Source: an optimization exercise on an open RTL-to-GDS flow (aim: small area). Production flows keep margins and buffers that such runs may drop.
Only simulation tests tie the RTL to the original design; equivalence was not proved.
Power is estimated from default activity; no workload was simulated. The clock port is modelled as an ideal driver; clocking choices that lean on that would not hold on a real chip.

violet:
Design dot_driver_top, start of the top module:
module dot_driver_top #(
  parameter int NUM_OF_DRIVERS = 8,
  parameter int MEM_LENGTH     = 48
) (
  input  logic                      user_clock2_i,
  input  logic                      arst_n_i,
  input  logic                      sclk_i,
  input  logic                      mosi_i,
  input  logic                      ss_n_i,
  input  logic                      latch_data_i,
  input  logic                      control_trigger_i,
  output logic [2*NUM_OF_DRIVERS-1:0] driver_io_o,   
  output logic                      update_done_o
);
Size: roughly 2700 cells after synthesis, about 42000 um^2 of cells after synthesis.
export LEC_CHECK = 0
export CAP_MARGIN = 20
export CORE_MARGIN = 2
export CORE_UTILIZATION = 80
export PLACE_DENSITY = 0.88
export SLEW_MARGIN = 20
export SYNTH_HIERARCHICAL = 1
create_clock -name core_clock -period 10.0 [get_ports {user_clock2_i}]
standard.sh (not shown) runs the stock make flow with config.mk's settings and CLKGATE_MAP_FILE= SYNTH_SCRIPT=/design/flow/synth_recipe.tcl, a recipe that flattens the netlist after the stock synthesis.
==> flow/flow/run.sh <==
#!/bin/bash
# Layout flow: the standard layout (standard.sh, unchanged synthesis,
# floorplan, power grid, placement, routing), with two arguments changed:
#  - clock tree synthesis clusters about 30 flip-flops per clkbuf_16 leaf
#    buffer (within 80 um) and inserts no dummy loads;
#  - the port buffers that placement adds on every input and output are
#    sky130_fd_sc_hd__buf_1 cells.
# The full output of the standard flow goes to standard.log in this folder;
# ORFS keeps each step's own log under orfs/logs/.
set -euo pipefail
export CTS_ARGS="-sink_clustering_enable -repair_clock_nets -sink_clustering_size 30 -sink_clustering_max_diameter 80 -buf_list sky130_fd_sc_hd__clkbuf_16 -dont_use_dummy_load"
export BUFFER_PORTS_ARGS="-buffer_cell sky130_fd_sc_hd__buf_1"
bash standard.sh > standard.log 2>&1
diff inputs: violet => tundra
- CORE_UTILIZATION changed from 80 to 85
- PLACE_DENSITY changed from 0.88 to 0.92
==> flow/flow/run.sh <==
#!/bin/bash
# Layout flow: the standard layout (standard.sh, unchanged synthesis,
# floorplan, power grid, placement, routing), with two arguments changed:
#  - clock tree synthesis clusters about 32 flip-flops per clkbuf_16 leaf
#    buffer (within 85 um) and inserts no dummy loads;
#  - the port buffers that placement adds on every input and output are
#    sky130_fd_sc_hd__buf_1 cells.
# The full output of the standard flow goes to standard.log in this folder;
# ORFS keeps each step's own log under orfs/logs/.
set -euo pipefail
export CTS_ARGS="-sink_clustering_enable -repair_clock_nets -sink_clustering_size 32 -sink_clustering_max_diameter 85 -buf_list sky130_fd_sc_hd__clkbuf_16 -dont_use_dummy_load"
export BUFFER_PORTS_ARGS="-buffer_cell sky130_fd_sc_hd__buf_1"
bash standard.sh > standard.log 2>&1
Notes after the runs:
Setup slack in tundra is smaller than in violet.
Area of the die of tundra falls short of that of violet by a few percent.
Max global-route usage across violet and tundra: tundra
In tundra the final critical path time including I/O delays and setup turned out 0.60 ns higher than in violet.
Diff violet -> tundra | tap cell instance count | decrease of about 2.4%
violet -> tundra: routed length on met1 increased by a few percent
The via count reported for tundra is higher than the one for violet.
In terms of proportion of cell area occupied by registers, violet and tundra differ only marginally.
Sort violet and tundra by critical path depth, ascending, and violet comes first.
Cell area essentially unchanged between tundra and violet.
Here is what was changed in the inputs of maple compared with tundra.
- CORE_UTILIZATION now 80, was 85
- PLACE_DENSITY now 0.88, was 0.92
==> comparison <==
- The flow did not stop early for maple: all stages ran, and the layout cleared the timing, design-rule and antenna checks.
- tundra and maple ended up with roughly the same multi-input combinational area share.
- Post-route minimum period: maple better than tundra
- Compared to tundra, maple shows a wider setup margin.
- As far as share of the synthesized area in compound gates (AO/OA/AOI/OAI) goes, tundra and maple are indistinguishable; the numbers are identical.
- Relative to tundra, the met3 track demand over resource in global routing of maple is lower by 7.3 points.
- Floorplan check, maple vs tundra: die outline larger in maple
- Compared with tundra, in maple layout-stage area growth over the synthesis result went down 0.27 points, latest clock arrival within the worst-skew pair held, die span in y went up 3.0%, wire length went down 14%.

---

Another version of the RTL of dot_driver_top (not shown whole).
For scale: ~2800 cells after synthesis.
make LEC_CHECK=0 CAP_MARGIN=20 CORE_MARGIN=2 CORE_UTILIZATION=70 CTS_BUF_LIST=sky130_fd_sc_hd__clkbuf_16 CTS_CLUSTER_DIAMETER=70 CTS_CLUSTER_SIZE=28 PLACE_DENSITY=0.8 SLEW_MARGIN=20 SYNTH_HIERARCHICAL=1 finish   # period 10.0 ns
run.sh (not shown) runs the stock make flow with config.mk's settings and CLKGATE_MAP_FILE= SYNTH_SCRIPT=/design/flow/synth_recipe.tcl, a recipe that flattens the netlist after the stock synthesis.
Stock flow here: none of the scripts above is used.
The starting point finished clean.
==> next run, changes <==
- CORE_UTILIZATION: 70 -> 80
- CTS_CLUSTER_DIAMETER: 70 -> 80
- CTS_CLUSTER_SIZE: 28 -> 30
- PLACE_DENSITY: 0.8 -> 0.88
Result:
- The changed run completed with no timing, DRC or antenna violations
- clock skew came out lower by 0.0056 ns
- worst setup slack is better by 0.022 ns
- cell area drops by 0.85%
- total power fell by 2.7%
- via count goes up by 4.2%
- clock-buffer cell count goes down by 10
- wire length went up by 4.4%
- hold slack gets worse by 0.0053 ns

[separate check: timing with driven ports]
No port has a modelled driver above. Below, the same layouts with a new extraction and two added sets of constraints.
Step 1, drivers: a clkbuf_16 drives user_clock2_i and a buf_2 each remaining input, both assumed.
Step 2 adds t to the input delays and takes it off the output delays; t is the mean of the earliest and latest rising clock arrival at the registers after step 1. Input paths then give back, and output paths get back, about the clock's delay inside the block.
Slacks: ideal / step 1 / step 2; pairs: ideal / step 1.
run	t, ns	setup slack, ns	worst setup path after step 2	clock arrival spread, ns	worst slew at a driven data input, ns
violet	0.726	3.153 / 3.090 / 3.816	register to output	0.067 / 0.067	0.04
tundra	0.718	2.558 / 2.491 / 3.209	register to output	0.092 / 0.093	0.05
maple	0.704	3.125 / 3.060 / 3.764	register to output	0.096 / 0.097	0.04
the first run of note 2	0.711	5.823 / 5.823 / 5.823	register to register	0.033 / 0.034	0.03
the second run of note 2	0.762	5.845 / 5.845 / 5.845	register to register	0.032 / 0.032	0.04
After both steps every run listed still meets setup and hold.
